This is an optimization exercise on Yosys and OpenROAD, whose aim is small area, not a production implementation. RTL that was checked went through simulation tests only; none was proved equivalent to the original. Power and IR drop assume default switching activity.

==> flow/design.v (excerpt) <==
module dsp_fpga_data (
  input  logic                    mcbsp0_slaver_clkx,
  input  logic                    cfg_rst,
  input  logic                    mcbsp0_slaver_fsx,
  input  logic                    mcbsp0_slaver_mosi,
  input  dsp_link_pkg::buf_addr_t read_addr,
  output dsp_link_pkg::word_t     send_data,
  output logic                    tx_send_start,
  output logic                    start_send,
  output dsp_link_pkg::step_t     send_step,
  output logic                    part_syn_start,
  output logic                    lose,
  output logic                    corase_end,
  output logic                    fine_end,
  output dsp_link_pkg::word_t     corase_syn_pos,
  output dsp_link_pkg::word_t     fine_syn_pos,
  output logic                    dsp_start_send,
  output logic                    flag_croase,
  output logic                    flag_fine,
  output logic                    croase_data_flag,
  output logic                    fine_data_flag,
  output logic                    decode_data_flag,
  output logic                    tx_data_flag
);
Size in the first run: ~1,500 flip-flops, ~38,000 um^2 of cells after synthesis.
Settings: LEC_CHECK=0, CAP_MARGIN=20, CORE_MARGIN=2, CORE_UTILIZATION=60, PLACE_DENSITY=0.8, SLEW_MARGIN=20, SYNTH_HIERARCHICAL=1; clock period 5.0 ns.
standard.sh (not shown) runs the stock make flow with config.mk's settings and CLKGATE_MAP_FILE= SYNTH_SCRIPT=/design/flow/synth_recipe.tcl, a recipe that flattens the netlist after the stock synthesis.
==> flow/flow/run.sh <==
#!/bin/bash
# The standard layout, with two changes: the port buffers are buf_1 cells, and
# clock tree synthesis uses clkbuf_8 buffers in clusters of at most 18 sinks,
# without dummy loads.
set -euo pipefail
cd "$(dirname "$0")/.."
export BUFFER_PORTS_ARGS="-buffer_cell sky130_fd_sc_hd__buf_1"
export CTS_ARGS="-sink_clustering_enable -repair_clock_nets -dont_use_dummy_load -buf_list sky130_fd_sc_hd__clkbuf_8 -sink_clustering_size 18 -sink_clustering_max_diameter 60"
bash standard.sh > standard.log 2>&1
The baseline finished with negative setup slack left.
Edit:
==> flow/flow/run.sh (replaced) <==
#!/bin/bash
# The standard layout, with two changes: the port buffers are buf_1 cells, and
# clock tree synthesis uses clkbuf_8 buffers in clusters of at most 20 sinks,
# without dummy loads.
set -euo pipefail
cd "$(dirname "$0")/.."
export BUFFER_PORTS_ARGS="-buffer_cell sky130_fd_sc_hd__buf_1"
export CTS_ARGS="-sink_clustering_enable -repair_clock_nets -dont_use_dummy_load -buf_list sky130_fd_sc_hd__clkbuf_8 -sink_clustering_size 20 -sink_clustering_max_diameter 60"
bash standard.sh > standard.log 2>&1
PLACE_DENSITY = 0.7   (was 0.8)
Now the flow completed with no timing, DRC or antenna violations.
Register-to-register slack improved by 0.05 ns.
Via count came out lower by 1.6%.
Power came out lower by 1.2%.
Die area is unchanged.

* * *

Another version of the RTL of dsp_fpga_data (not shown whole).
Size: roughly 2,900 cells after synthesis, roughly 120 I/O pins, ~0.041 mm^2 of cells after synthesis.
clock: 5.0 ns
lec_check: 0
cap_margin: 20
core_margin: 2
core_utilization: 40
slew_margin: 20
==> flow/flow/run.sh <==
#!/bin/bash
# The standard layout, with two changes: the port buffers are buf_1 cells, and
# clock tree synthesis uses clkbuf_4 buffers without dummy loads.
set -euo pipefail
cd "$(dirname "$0")/.."
export BUFFER_PORTS_ARGS="-buffer_cell sky130_fd_sc_hd__buf_1"
export CTS_ARGS="-sink_clustering_enable -repair_clock_nets -dont_use_dummy_load -buf_list sky130_fd_sc_hd__clkbuf_4"
bash standard.sh > standard.log 2>&1
Next try:
==> flow/flow/run.sh (replaced) <==
#!/bin/bash
# The standard layout, with two changes: the port buffers are buf_1 cells, and
# clock tree synthesis uses clkbuf_8 buffers in clusters of at most 18 sinks,
# without dummy loads.
set -euo pipefail
cd "$(dirname "$0")/.."
export BUFFER_PORTS_ARGS="-buffer_cell sky130_fd_sc_hd__buf_1"
export CTS_ARGS="-sink_clustering_enable -repair_clock_nets -dont_use_dummy_load -buf_list sky130_fd_sc_hd__clkbuf_8 -sink_clustering_size 18 -sink_clustering_max_diameter 60"
bash standard.sh > standard.log 2>&1
--- a/flow/config.mk
+++ b/flow/config.mk
@@ -9,3 +9,4 @@
 export CORE_MARGIN = 2
-export CORE_UTILIZATION = 40
+export CORE_UTILIZATION = 60
+export PLACE_DENSITY = 0.7
 export SLEW_MARGIN = 20
The new run finished with timing, DRC and antenna clean.
Cell area shrinks by 4.4%.
Worst setup slack improved by 0.46 ns.
Synthesized area stays the same.
Total power shrinks by 12%.
Next try:
--- a/flow/config.mk
+++ b/flow/config.mk
@@ -9,4 +9,4 @@
 export CORE_MARGIN = 2
-export CORE_UTILIZATION = 60
-export PLACE_DENSITY = 0.7
+export CORE_UTILIZATION = 75
+export PLACE_DENSITY = 0.85
 export SLEW_MARGIN = 20
Outcome:
- global-route usage came out higher by 8.2 points
- count of clock-buffer cells in the layout came out lower by 2
- final area came out lower slightly
- worst hold slack gets worse by 0.023 ns
- worst setup slack gets worse by 0.13 ns
- utilization came out higher by 16 points
- wire length came out lower slightly
- first-iteration DRC count came out higher by well over a third
- power barely changes
- critical path depth came out higher by 9
Function was not checked in any run of this note: the RTL went through the layout flow alone.

## what the ideal ports hide
Ports are ideal in the flow. The routed layouts listed here were re-timed in OpenROAD. Step 1 (the two cells are an assumption about what drives the block):
set clk [get_ports {mcbsp0_slaver_clkx}]
set_driving_cell -lib_cell sky130_fd_sc_hd__clkbuf_16 $clk
set_driving_cell -lib_cell sky130_fd_sc_hd__buf_2 [delete_from_list [all_inputs] $clk]
Step 2, shift: input delay + t, output delay - t, t = (earliest + latest rising clock arrival at the registers) / 2. This alone moves slack from input paths to output paths. Slacks: no drivers / after step 1 / after step 2; pairs: no drivers / after step 1.
run | shift t [ns] | setup WS [ns] | worst setup path after step 2 | clock arrival spread, ns | worst register clock-pin slew, ns
the first run of note 1 | 0.773 | -0.029 / -0.088 / 0.685 | register to output | 0.103 / 0.104 | 0.12 / 0.12
the second run of note 1 | 0.756 | 0.063 / -0.003 / 0.753 | register to output | 0.067 / 0.066 | 0.12 / 0.12
the first run of note 2 | 1.182 | 0.315 / 0.249 / 0.700 | input to register | 0.131 / 0.131 | 0.08 / 0.08
the second run of note 2 | 0.758 | 0.779 / 0.712 / 0.735 | input to register | 0.106 / 0.106 | 0.11 / 0.11
the third run of note 2 | 0.782 | 0.649 / 0.649 / 0.604 | input to register | 0.087 / 0.087 | 0.11 / 0.11
For the third run of note 2, which loses most, drivers alone change the setup slack by 0.000 ns; drivers and shift together by -0.045 ns.
